Source: an optimization exercise on an open RTL-to-GDS flow (aim: small area and few clock cycles per item). Production flows keep margins and buffers that such runs may drop. The RTL was checked by simulation tests, not by an equivalence proof against the original design.

File: design/flow/config.mk
export PLATFORM = sky130hd
export DESIGN_NAME = dct8_column_fixed_point
export DESIGN_NICKNAME = dct8_column_fixed_point
export VERILOG_FILES = /design/flow/design.v
export SDC_FILE = /design/flow/constraint.sdc
export NUM_CORES = 4
export LEC_CHECK = 0
export CAP_MARGIN = 20
export CORE_MARGIN = 2
export CORE_UTILIZATION = 40
export SLEW_MARGIN = 20
File: design/flow/constraint.sdc
create_clock -name core_clock -period 7.5 [get_ports {aclk}]
set_input_delay 1.5000 -clock core_clock [delete_from_list [all_inputs] [get_ports {aclk}]]
set_output_delay 1.5000 -clock core_clock [all_outputs]
set_load 0.01 [all_outputs]
File: design/flow/design.v
package dct8c_pkg;
    localparam int STAGES = 6;
    localparam logic signed [14:0] K_C1 = 15'sd11362;
    localparam logic signed [14:0] K_C3 = 15'sd9632;
    localparam logic signed [14:0] K_C5 = 15'sd6436;
    localparam logic signed [14:0] K_C7 = 15'sd2260;
    localparam logic signed [14:0] K_C2 = 15'sd10703;
    localparam logic signed [14:0] K_C6 = 15'sd4433;
    localparam logic signed [16:0] K_C0  = 17'sd46341;
    localparam logic signed [16:0] K_RND = 17'sd32767;
    typedef struct packed {
        logic [STAGES-1:0] load;
        logic [STAGES-1:0] valid;
    } pipe_ctl_t;
endpackage
import dct8c_pkg::*;
module dct8c_ctrl
(
    input  logic      aclk,
    input  logic      aresetn,
    input  logic      in_valid,
    input  logic      out_ready,
    output dct8c_pkg::pipe_ctl_t ctl
);
    logic [STAGES-1:0] valid_reg;
    logic [STAGES-1:0] valid_next;
    logic [STAGES-1:0] load;
    logic [STAGES:0]   ready_chain;
    logic [STAGES-1:0] feed;
    always_comb begin
        ready_chain[STAGES] = out_ready;
        for (int i = STAGES - 1; i >= 0; i--) begin
            load[i]        = !valid_reg[i] || ready_chain[i+1];
            ready_chain[i] = load[i];
        end
    end
    assign feed = {valid_reg[STAGES-2:0], in_valid};
    always_comb begin
        valid_next = valid_reg;
        for (int i = 0; i < STAGES; i++) begin
            if (load[i]) begin
                valid_next[i] = feed[i];
            end
        end
    end
    always_ff @(posedge aclk) begin
        if (!aresetn) begin
            valid_reg <= '0;
        end else begin
            valid_reg <= valid_next;
        end
    end
    assign ctl.load  = load;
    assign ctl.valid = valid_reg;
endmodule
import dct8c_pkg::*;
module dct8_column_fixed_point
(
    input  logic                aclk,
    input  logic                aresetn,
    input  logic                s_valid,
    output logic                s_ready,
    input  logic signed [15:0]  s_sample_0,
    input  logic signed [15:0]  s_sample_1,
    input  logic signed [15:0]  s_sample_2,
    input  logic signed [15:0]  s_sample_3,
    input  logic signed [15:0]  s_sample_4,
    input  logic signed [15:0]  s_sample_5,
    input  logic signed [15:0]  s_sample_6,
    input  logic signed [15:0]  s_sample_7,
    output logic                m_valid,
    input  logic                m_ready,
    output logic signed [18:0]  m_coef_0,
    output logic signed [17:0]  m_coef_1,
    output logic signed [17:0]  m_coef_2,
    output logic signed [17:0]  m_coef_3,
    output logic signed [18:0]  m_coef_4,
    output logic signed [17:0]  m_coef_5,
    output logic signed [17:0]  m_coef_6,
    output logic signed [17:0]  m_coef_7
);
    dct8c_pkg::pipe_ctl_t ctl;
    dct8c_ctrl u_ctrl (
        .aclk      (aclk),
        .aresetn   (aresetn),
        .in_valid  (s_valid),
        .out_ready (m_ready),
        .ctl       (ctl)
    );
    assign s_ready = ctl.load[0];
    assign m_valid = ctl.valid[STAGES-1];
    logic signed [16:0] g0_reg, g1_reg, h0_reg, h1_reg;
    logic signed [15:0] h2_reg, h3_reg, g2_reg, g3_reg;
    always_ff @(posedge aclk) begin
        if (ctl.load[0]) begin
            g0_reg <= 17'(s_sample_0) + 17'(s_sample_7);
            g1_reg <= 17'(s_sample_1) + 17'(s_sample_6);
            h1_reg <= 17'(s_sample_2) + 17'(s_sample_5);
            h0_reg <= 17'(s_sample_3) + 17'(s_sample_4);
            h2_reg <= s_sample_0 - s_sample_7;
            h3_reg <= s_sample_1 - s_sample_6;
            g3_reg <= s_sample_2 - s_sample_5;
            g2_reg <= s_sample_3 - s_sample_4;
        end
    end
    logic signed [17:0] p0_reg, p1_reg;
    logic signed [15:0] r0_reg, r1_reg, q1_s2_reg, s1_s2_reg, sa_reg, qa_reg;
    always_ff @(posedge aclk) begin
        if (ctl.load[1]) begin
            p0_reg    <= 18'(g0_reg) + 18'(h0_reg);
            p1_reg    <= 18'(g1_reg) + 18'(h1_reg);
            r0_reg    <= 16'(g0_reg - h0_reg);
            r1_reg    <= 16'(g1_reg - h1_reg);
            q1_s2_reg <= g2_reg;
            s1_s2_reg <= h2_reg;
            sa_reg    <= h3_reg + g3_reg;
            qa_reg    <= h3_reg - g3_reg;
        end
    end
    logic signed [18:0] e0_s3_reg, e4_s3_reg;
    logic signed [30:0] m6r1_reg, m2r0_reg, m6r0_reg, m2r1_reg;
    logic signed [32:0] psa_reg, pqa_reg;
    logic signed [15:0] q1_s3_reg, s1_s3_reg;
    always_ff @(posedge aclk) begin
        if (ctl.load[2]) begin
            e0_s3_reg <= 19'(p0_reg) + 19'(p1_reg);
            e4_s3_reg <= 19'(p0_reg) - 19'(p1_reg);
            m6r1_reg  <= 31'(K_C6) * 31'(r1_reg);
            m2r0_reg  <= 31'(K_C2) * 31'(r0_reg);
            m6r0_reg  <= 31'(K_C6) * 31'(r0_reg);
            m2r1_reg  <= 31'(K_C2) * 31'(r1_reg);
            psa_reg   <= 33'(K_C0) * 33'(sa_reg);
            pqa_reg   <= 33'(K_C0) * 33'(qa_reg);
            q1_s3_reg <= q1_s2_reg;
            s1_s3_reg <= s1_s2_reg;
        end
    end
    logic signed [32:0] s0_round;
    logic signed [32:0] q0_round;
    logic signed [15:0] s0_val, q0_val;
    logic signed [31:0] e2_sum, e6_sum;
    always_comb begin
        s0_round = psa_reg + 33'(K_RND);
        q0_round = pqa_reg + 33'(K_RND);
        s0_val   = s0_round[31:16];
        q0_val   = q0_round[31:16];
        e2_sum   = 32'(m6r1_reg) + 32'(m2r0_reg);
        e6_sum   = 32'(m6r0_reg) - 32'(m2r1_reg);
    end
    logic signed [18:0] e0_s4_reg, e4_s4_reg;
    logic signed [17:0] e2_s4_reg, e6_s4_reg;
    logic signed [15:0] oq1_reg, oq0_reg, os1_reg, os0_reg;
    always_ff @(posedge aclk) begin
        if (ctl.load[3]) begin
            e0_s4_reg <= e0_s3_reg;
            e4_s4_reg <= e4_s3_reg;
            e2_s4_reg <= e2_sum[30:13];
            e6_s4_reg <= e6_sum[30:13];
            oq1_reg   <= q1_s3_reg + q0_val;
            oq0_reg   <= q1_s3_reg - q0_val;
            os1_reg   <= s1_s3_reg + s0_val;
            os0_reg   <= s1_s3_reg - s0_val;
        end
    end
    logic signed [18:0] e0_s5_reg, e4_s5_reg;
    logic signed [17:0] e2_s5_reg, e6_s5_reg;
    logic signed [30:0] m7q1_reg, m1s1_reg, m7s1_reg, m1q1_reg;
    logic signed [30:0] m3q0_reg, m5s0_reg, m3s0_reg, m5q0_reg;
    always_ff @(posedge aclk) begin
        if (ctl.load[4]) begin
            e0_s5_reg <= e0_s4_reg;
            e4_s5_reg <= e4_s4_reg;
            e2_s5_reg <= e2_s4_reg;
            e6_s5_reg <= e6_s4_reg;
            m7q1_reg  <= 31'(K_C7) * 31'(oq1_reg);
            m1s1_reg  <= 31'(K_C1) * 31'(os1_reg);
            m7s1_reg  <= 31'(K_C7) * 31'(os1_reg);
            m1q1_reg  <= 31'(K_C1) * 31'(oq1_reg);
            m3q0_reg  <= 31'(K_C3) * 31'(oq0_reg);
            m5s0_reg  <= 31'(K_C5) * 31'(os0_reg);
            m3s0_reg  <= 31'(K_C3) * 31'(os0_reg);
            m5q0_reg  <= 31'(K_C5) * 31'(oq0_reg);
        end
    end
    logic signed [31:0] o1_sum, o7_sum, o5_sum, o3_sum;
    always_comb begin
        o1_sum = 32'(m7q1_reg) + 32'(m1s1_reg);
        o7_sum = 32'(m7s1_reg) - 32'(m1q1_reg);
        o5_sum = 32'(m3q0_reg) + 32'(m5s0_reg);
        o3_sum = 32'(m3s0_reg) - 32'(m5q0_reg);
    end
    logic signed [18:0] coef0_reg, coef4_reg;
    logic signed [17:0] coef1_reg, coef2_reg, coef3_reg;
    logic signed [17:0] coef5_reg, coef6_reg, coef7_reg;
    always_ff @(posedge aclk) begin
        if (ctl.load[5]) begin
            coef0_reg <= e0_s5_reg;
            coef4_reg <= e4_s5_reg;
            coef2_reg <= e2_s5_reg;
            coef6_reg <= e6_s5_reg;
            coef1_reg <= o1_sum[30:13];
            coef7_reg <= o7_sum[30:13];
            coef5_reg <= o5_sum[30:13];
            coef3_reg <= o3_sum[30:13];
        end
    end
    assign m_coef_0 = coef0_reg;
    assign m_coef_1 = coef1_reg;
    assign m_coef_2 = coef2_reg;
    assign m_coef_3 = coef3_reg;
    assign m_coef_4 = coef4_reg;
    assign m_coef_5 = coef5_reg;
    assign m_coef_6 = coef6_reg;
    assign m_coef_7 = coef7_reg;
endmodule
File: design/flow/run.sh
#!/bin/bash
# synth_recipe.tcl (not shown) runs the flow's synth.tcl, then flattens the netlist and writes it again
# the make line also repeats each setting of config.mk as NAME=value (left out here)
make -C /OpenROAD-flow-scripts/flow DESIGN_CONFIG=/design/flow/config.mk WORK_HOME=/design/flow/orfs CLKGATE_MAP_FILE= SYNTH_SCRIPT=/design/flow/synth_recipe.tcl finish
==> run summary <==
[worst max path at each step]
stage	slack, ns	start	depth (start not counted)	end
after floorplan	0.07	m_ready	4	e0_s3_reg[0]$_DFFE_PP_
after global placement	1.23	r1_reg[11]$_DFFE_PP_	18	m2r1_reg[29]$_DFFE_PP_
after detailed placement	1.23	r1_reg[11]$_DFFE_PP_	18	m2r1_reg[29]$_DFFE_PP_
final	1.20	r1_reg[12]$_DFFE_PP_	18	m2r1_reg[29]$_DFFE_PP_
after global routing	0.92	r1_reg[14]$_DFFE_PP_	20	m2r1_reg[28]$_DFFE_PP_
after CTS	1.22	r1_reg[12]$_DFFE_PP_	18	m2r1_reg[29]$_DFFE_PP_
[Yosys cell counts, types with 63 or more instances]
library cell / number / area, um2
a21oi_1: 522 / 2610
o21ai_0: 250 / 1250
nand3_1: 121 / 606
edfxtp_1: 1071 / 32200
a21o_1: 168 / 1260
and3_1: 92 / 576
o21a_1: 70 / 526
nand2_1: 264 / 991
inv_1: 1767 / 6630
xnor2_1: 550 / 4820
nor3_1: 162 / 811
nor2b_1: 92 / 576
fa_1: 777 / 15600
nor2_1: 449 / 1690
ha_1: 1711 / 21400
clkbuf_1: 87 / 327
o21bai_1: 93 / 698
a31oi_1: 63 / 394
nand2b_1: 77 / 482
xor2_1: 221 / 1940
[cells by family after synthesis]
kind of cell / count (synthesis) / synth area share
buffers and inverters: 1869 / 0.0692
AOI/OAI and AO/OA: 1627 / 0.106
adders and majority gates: 2488 / 0.364
and+or+nand+nor: 1500 / 0.0729
xor gates and xnor gates: 771 / 0.0665
DFF: 1077 / 0.318
muxes: 37 / 0.00371
[cell type report]
class | instances | area (um2)
Antenna cell | 19 | 47.5
Clock inverter | 89 | 977
Inverter | 1771 | 6670
Clock buffer | 151 | 3410
Multi-Input combinational cell | 6423 | 62200
Tap cell | 3348 | 4190
Timing Repair Buffer | 312 | 3090
Fill cell | 23300 | 139000
Sequential cell | 1077 | 32300
[per-stage QoR]
step                cells  utilization  setup slack, ns
floorplan            9369            -           0.0746
global placement    12900        0.431             1.23
detailed placement  12900        0.431             1.23
CTS                 13200        0.448             1.22
global route        13200        0.448            0.919
finish              13200        0.448             1.20
[metal layers]
metal  vias to the layer above  GRT usage
met5                         -          0
met4                         0     0.0782
met3                       327     0.0204
met2                      1116      0.334
met1                     32700      0.246
li1                      32900          -
==> metrics.md <==
| Metric | Value |
|---|---|
| Status | timing/DRC/antenna clean |
| Fin. Hold Viols | 0 |
| Hold Crit Endpoint | q1_s2_reg[13]$_DFFE_PP_ |
| Crit Path Category | flip-flop to flip-flop |
| Die width | 508 um |
| Fin Setup TNS | 0 ns |
| Routed Antenna Nets | 0 |
| Fin crit period | 6.30 ns |
| Top_reg_cell synth | edfxtp_1 |
| Clk slew on worst S/H paths | 0.07 ns |
| Vias after detailed routing | 67000 |
| CP most frequent cell | fa_1 |
| F_max | 159 MHz |
| GP Congestion | 0.915 |
| RSZ-0062 raised after global routing | false |
| RR Endpoint | m2r1_reg[29]$_DFFE_PP_ |
| Root buf cell | clkbuf_16 |
| Final setup violation count | 0 |
| Syn-to-layout area delta | 11.2% |
| Initial antenna violation count | 26 |
| WL final | 249 mm |
| First-pass GRT wire length | 388 mm |
| WL met2 | 122 mm |
| Relative slew margins | 0.339 |
| Largest net degree at the start of global routing | 131 |
| Worst path top cell family by delay | adder cells |
| Postcts setup bufs | 0 |
| Core area | 0.252 mm2 |
| DR pass1 iterations | 7 |
| HP Start | g2_reg[13]$_DFFE_PP_ |
| Placed cell area | 0.108 mm2 |
| Crit path DAT | 6.86 ns |
| Sequential fraction of the synthesis area | 0.318 |
| Detail-routed via count per cell | 5.08 |
| Deepest clock path buffer count | 3 |
| DR DRC count | 0 |
| Post-Syn Area | 0.102 mm2 |
| Vias in the first global route | 68700 |
| Flop-to-flop setup slack | 1.20 ns |
| Hold WC Path Type | flip-flop to flip-flop |
| Worst path max stage delay | 0.81 ns |
| Post-synth EDFFs | 1071 |
| Die ar. | 0.258 mm2 |
| Detailed placement HPWL | 204 mm |
| Synthesized area per cell | 10.8 um2 |
| Bufs and invs on worst path | 2 |
| TritonCTS clock tree | done |
| Crit. End Element | flip-flop |
| Worst setup SP type | flip-flop |
| Ys Warns | 2 |
| Cts bufs inserted | 131 |
| Die height | 508 um |
| Max Slew Vio Count | 0 |
| Layout Skew | 0.0512 ns |
| Wirelength per Cell | 18.9 um |
| Starting density of the core | 0.403 |
| Syn nets | 12000 |
| CP max FO | 13 |
| H-tree depth | 4 |
| Reg2Reg Depth | 18 |
| Tcrit/Tclk final | 0.840 |
| Initial DRC Count | 3602 |
| Hold_buf cts | 0 |
| Met1 WL | 109 mm |
| Actual slew at the worst max-slew pin | 0.991 ns |
| # port buffers | 279 |
| GR Overflow Total | 0 |
| Max_cap viols | 0 |
| RR Startpoint | r1_reg[12]$_DFFE_PP_ |
| Critical Path RT | 8.06 ns |
| Met3 wire length | 7.29 mm |
| Commonest non-fill, non-tap cell in the layout | inv_1 |
| Finished Cell Area | 0.113 mm2 |
| Worst skew pair latency | 0.81 ns |
| Worst hold path depth | 0 |
| Async SR Flop Fraction | 0 |
| Unique masters post-synth | 97 |
| Most used cells in the layout excluding fill and tap cells | 1764 x inv_1, 1711 x ha_1, 1071 x edfxtp_1 |
| CTS sink cnt | 1077 |
| Post-Synthesis Cells | 9369 |
| Layout Nets | 12300 |
| I/O pin count | 280 |
| Post-cts sizing count | 0 |
| Cell with the largest stage delay on the worst path | edfxtp_1 |
| Max layer used | met4 |
| Flops & latches, synth | 1077 |
| Share of layout cells above drive strength 1 | 0.0349 |
| WHS | 0.403 ns |
| Crit-path cells | fa_1 > ha_1 > inv_1 > fa_1 > fa_1 > inv_1 > fa_1 > fa_1 > ha_1 > and4_1 > a211oi_1 > o31a_1 > o211ai_1 > a21oi_1 > o311ai_1 > a31o_2 > a21oi_1 > xnor2_1 |
| Placement Rows | 184 |
| GRT Total Usage | 0.193 |
Testbench counts, summed over its fixed seeds: cycles 32,048, columns 32,000.

## re-timing with driven ports
No port has a modelled driver above. Below, the same layout with a new extraction and two added sets of constraints. Step 1: set_driving_cell puts a clkbuf_16 on aclk and a buf_2 on each other input, an assumption about the parent block. Step 2 adds t to the input delays and takes it off the output delays; t is the mean of the earliest and latest rising clock arrival at the registers after step 1. Input paths then give back, and output paths get back, about the clock's delay inside the block. Slacks: ideal ports / drivers / drivers and shift; pairs: ideal ports / drivers.
t (ns): 0.887
setup slack, ns: 1.198 / 1.198 / 1.198
slew at the worst register clock pin (ns): 0.07 / 0.07
worst data-port slew with drivers (ns): 0.24
After both steps setup and hold are still met in this run. The setup slack of this run moves by 0.000 ns with the drivers and by 0.000 ns with both steps.
